What follows belongs to an exercise in optimizing a design on an open flow for small area and few clock cycles; a production flow would make more cautious choices.
In this exercise RTL edits were held to simulation tests only and were not proved equivalent to the original.
Power figures rest on the tool's default switching activity, not on a simulated workload.

## text_to_lcd_command_stream
module text_to_lcd_command_stream #(
	parameter int unsigned PAGE_COUNT = ttlcd_pkg::PageCountDef
) (
	input  logic       clk,
	input  logic       arst_n,
	input  logic       in_valid,
	output logic       in_ready,
	input  logic [7:0] char_code,
	output logic       out_valid,
	input  logic       out_ready,
	output logic [7:0] out_byte,
	output logic       is_data,
	output logic       last
);
Size in the first run: ~2900 µm² of cells after synthesis.
export LEC_CHECK = 0
export CAP_MARGIN = 20
export CORE_MARGIN = 2
export CORE_UTILIZATION = 30
export GPL_TIMING_DRIVEN = 0
export PLACE_DENSITY = 0.5
export SLEW_MARGIN = 20
export SYNTH_MEMORY_MAX_BITS = 16384
create_clock -name core_clock -period 5.0 [get_ports {clk}]
standard.sh (not shown) runs the stock make flow with config.mk's settings and CLKGATE_MAP_FILE= SYNTH_SCRIPT=/design/flow/synth_recipe.tcl, a recipe that flattens the netlist after the stock synthesis.
==> flow/flow/run.sh <==
#!/bin/bash
# Layout flow: the standard layout (standard.sh) with these changes to how it is made:
#  - synthesis: ABC maps the combinational logic with flow/abc_area_map.script (choices,
#    then area-oriented mapping) in place of ORFS's abc_area.script, and Yosys's half/full
#    adder extraction is skipped (ADDER_MAP_FILE empty) so ABC optimises those gates with
#    the rest. Registers are mapped by dfflibmap before either step, exactly as in the
#    standard synthesis, and synth_recipe.tcl's flatten and renaming are kept as they are;
#  - every input and output port still gets its own buffer, a sky130_fd_sc_hd__buf_1
#    (BUFFER_PORTS_ARGS) instead of the larger cell buffer_ports picks by default.
# Each tool's output goes to ORFS's logs under orfs/logs/; make's own output to
# make_finish.log here.
set -euo pipefail
W=$(pwd)
sed -e 's#log_cmd abc {\*}$abc_args#log_cmd abc {*}[lreplace $abc_args 1 1 '"$W"'/flow/abc_area_map.script]#' \
	"$FLOW_HOME/scripts/synth.tcl" > "$W/synth_area.tcl"
grep -q 'abc_area_map.script' "$W/synth_area.tcl"
sed -e "s#\$::env(SCRIPTS_DIR)/synth.tcl#$W/synth_area.tcl#" "$W/synth_recipe.tcl" > "$W/synth_wrap.tcl"
grep -q 'synth_area.tcl' "$W/synth_wrap.tcl"
bash "$W/standard.sh" SYNTH_SCRIPT="$W/synth_wrap.tcl" ADDER_MAP_FILE= \
	BUFFER_PORTS_ARGS="-buffer_cell sky130_fd_sc_hd__buf_1" finish > "$W/make_finish.log" 2>&1
==> flow/flow/abc_area_map.script <==
strash
 &get -n
 &dch -f
 &nf -D 3000 -R 1000
 &put
 topo
 stime -c
The baseline produced a clean layout.
Testbench counts at the start, summed over its fixed seeds: cycles 84,008.
==> next run, changes <==
==> flow/flow/abc_area_map.script (replaced) <==
strash
 dc2
 &get -n
 &dch -f
 &nf -R 1000
 &put
 topo
 stime -c
 upsize -D 2000
 dnsize -D 2000
Settings changed: CORE_UTILIZATION 30 to 35, PLACE_DENSITY 0.5 to 0.65.
=> The changed run produced a layout that fails on setup timing. Synthesized area rises by 5.0%. Worst hold slack gets better by 9.2 ps. Utilization rises by 3.3 points. Sequential share of layout area rises by 0.55 points. Total power rises by 1.1%.

========
Another version of the RTL of text_to_lcd_command_stream (not shown whole).
Size in the first run: about 24 I/O pins, roughly 2800 µm² of cells after synthesis.
clock: 5.0 ns
lec_check: 0
cap_margin: 20
core_margin: 2
core_utilization: 30
gpl_timing_driven: 0
place_density: 0.5
setup_slack_margin: 0.3
slew_margin: 20
synth_memory_max_bits: 16384
==> flow/flow/abc_area_map.script <==
strash
 &get -n
 &dch -f
 &nf -D 3000 -R 1000
 &put
 topo
 stime -c
Scripts as last shown in full above: flow/flow/run.sh
The starting point completed with no timing, DRC or antenna violations.
Testbench counts at the start, summed over its fixed seeds: cycles 84,008.
Edit:
==> flow/flow/abc_area_map.script (replaced) <==
strash
 dch -f
 amap
 topo
 stime -c
Settings changed: SETUP_SLACK_MARGIN 0.3 to 0.2.
Effect:
- The new run went through all stages and came out clean
- final area rises by about 1.6%
- setup slack gets worse by 0.086 ns
- clock-buffer cell count rises by 1
- register-to-register slack gets worse by 0.09 ns
- worst hold slack gets better by 0.041 ns
- cell count rises by 4.5%
- sequential power rises by about 0.9%
- wire length rises by about 9%
- global-route usage rises by 2.8 points
Edit:
==> flow/flow/abc_area_map.script (replaced) <==
strash
 &get -n
 &dch -f
 &nf -D 3000 -R 1000
 &put
 topo
 stime -c
What happened: The changed run produced a clean layout. First-iteration DRC count came out higher by well over a third. Clock power hardly moves. Clock-buffer cell count came out lower by 1. Sequential power barely changes.

========
Another version of the RTL of text_to_lcd_command_stream (not shown whole).
Size: about 430 cells after synthesis, about 27 flip-flops, roughly 2900 µm² of cells after synthesis.
export LEC_CHECK = 0
export CAP_MARGIN = 20
export CORE_MARGIN = 2
export CORE_UTILIZATION = 30
export PLACE_DENSITY = 0.5
export SETUP_SLACK_MARGIN = 0.2
export SLEW_MARGIN = 20
export SYNTH_MEMORY_MAX_BITS = 16384
create_clock -name core_clock -period 5.0 [get_ports {clk}]
==> flow/flow/abc_area_map.script <==
strash
 dc2
 &get -n
 &syn2
 &dch -f
 &nf -R 1000
 &put
 topo
 stime -c
Scripts as last shown in full above: flow/flow/run.sh
Testbench counts at the start, summed over its fixed seeds: cycles 84,008.
Edit:
GPL_TIMING_DRIVEN = 0   (was unset)
Outcome: Non-clock buffer count drops by 14. Final cell count came out lower by 2.3%. Worst hold slack loses 0.025 ns. Via count stays flat. First-iteration DRC count rises by 2.8%. Total power drops by 0.33%.
Edit:
--- a/flow/flow/run.sh
+++ b/flow/flow/run.sh
@@ -6,4 +6,6 @@
 #    the rest. Registers are mapped by dfflibmap before either step, exactly as in the
 #    standard synthesis, and synth_recipe.tcl's flatten and renaming are kept as they are;
+#  - after global routing, cells off the critical paths are sized down again
+#    (RECOVER_POWER, OpenROAD's power recovery, which also recovers area);
 #  - every input and output port still gets its own buffer, a sky130_fd_sc_hd__buf_1
 #    (BUFFER_PORTS_ARGS) instead of the larger cell buffer_ports picks by default.
@@ -18,3 +20,3 @@
 grep -q 'synth_area.tcl' "$W/synth_wrap.tcl"
 bash "$W/standard.sh" SYNTH_SCRIPT="$W/synth_wrap.tcl" ADDER_MAP_FILE= \
-	BUFFER_PORTS_ARGS="-buffer_cell sky130_fd_sc_hd__buf_1" finish > "$W/make_finish.log" 2>&1
+	BUFFER_PORTS_ARGS="-buffer_cell sky130_fd_sc_hd__buf_1" RECOVER_POWER=100 finish > "$W/make_finish.log" 2>&1
Die area stays the same; core utilization does not change; maximum frequency barely changes; clock-buffer cell count stays the same; hold slack barely changes.
Edit:
--- a/flow/flow/run.sh
+++ b/flow/flow/run.sh
@@ -6,6 +6,4 @@
 #    the rest. Registers are mapped by dfflibmap before either step, exactly as in the
 #    standard synthesis, and synth_recipe.tcl's flatten and renaming are kept as they are;
-#  - after global routing, cells off the critical paths are sized down again
-#    (RECOVER_POWER, OpenROAD's power recovery, which also recovers area);
 #  - every input and output port still gets its own buffer, a sky130_fd_sc_hd__buf_1
 #    (BUFFER_PORTS_ARGS) instead of the larger cell buffer_ports picks by default.
@@ -20,3 +18,3 @@
 grep -q 'synth_area.tcl' "$W/synth_wrap.tcl"
 bash "$W/standard.sh" SYNTH_SCRIPT="$W/synth_wrap.tcl" ADDER_MAP_FILE= \
-	BUFFER_PORTS_ARGS="-buffer_cell sky130_fd_sc_hd__buf_1" RECOVER_POWER=100 finish > "$W/make_finish.log" 2>&1
+	BUFFER_PORTS_ARGS="-buffer_cell sky130_fd_sc_hd__buf_1" finish > "$W/make_finish.log" 2>&1
PLACE_DENSITY = 0.6   (was 0.5)
SETUP_SLACK_MARGIN = 0.1   (was 0.2)
=> Sequential share of layout area falls by 0.13 points. Power is about the same. Clock-buffer cell count stays the same. Worst hold slack is better by 0.019 ns. Clock skew drops by 0.0068 ns. Via count increases by 2.0%.

what the ideal ports hide:
No port has a modelled driver above. Below, the same layouts with a new extraction and two added sets of constraints. Step 1: set_driving_cell puts a clkbuf_16 on clk and a buf_2 on each other input, an assumption about the parent block. Step 2 also shifts input and output timing later by t, the mid clock arrival at the registers, as if the neighbouring blocks saw the same clock. a / b / c = ideal / step 1 / step 2; a / b = the first two.
| run | t (ns) | setup slack, ns | worst slew at a driven data input, ns |
|---|---|---|---|
| the first run of note 1 | 0.296 | 0.135 / 0.135 / 0.135 | 0.04 |
| the second run of note 1 | 0.299 | -0.080 / -0.080 / -0.080 | 0.04 |
| the first run of note 2 | 0.294 | 0.345 / 0.345 / 0.345 | 0.03 |
| the second run of note 2 | 0.303 | 0.259 / 0.259 / 0.259 | 0.03 |
| the third run of note 2 | 0.293 | 0.156 / 0.156 / 0.156 | 0.03 |
| the first run of note 3 | 0.296 | 0.555 / 0.555 / 0.555 | 0.03 |
| the second run of note 3 | 0.297 | 0.345 / 0.345 / 0.345 | 0.03 |
| the third run of note 3 | 0.298 | 0.350 / 0.350 / 0.350 | 0.03 |
| the fourth run of note 3 | 0.302 | 0.342 / 0.342 / 0.342 | 0.03 |
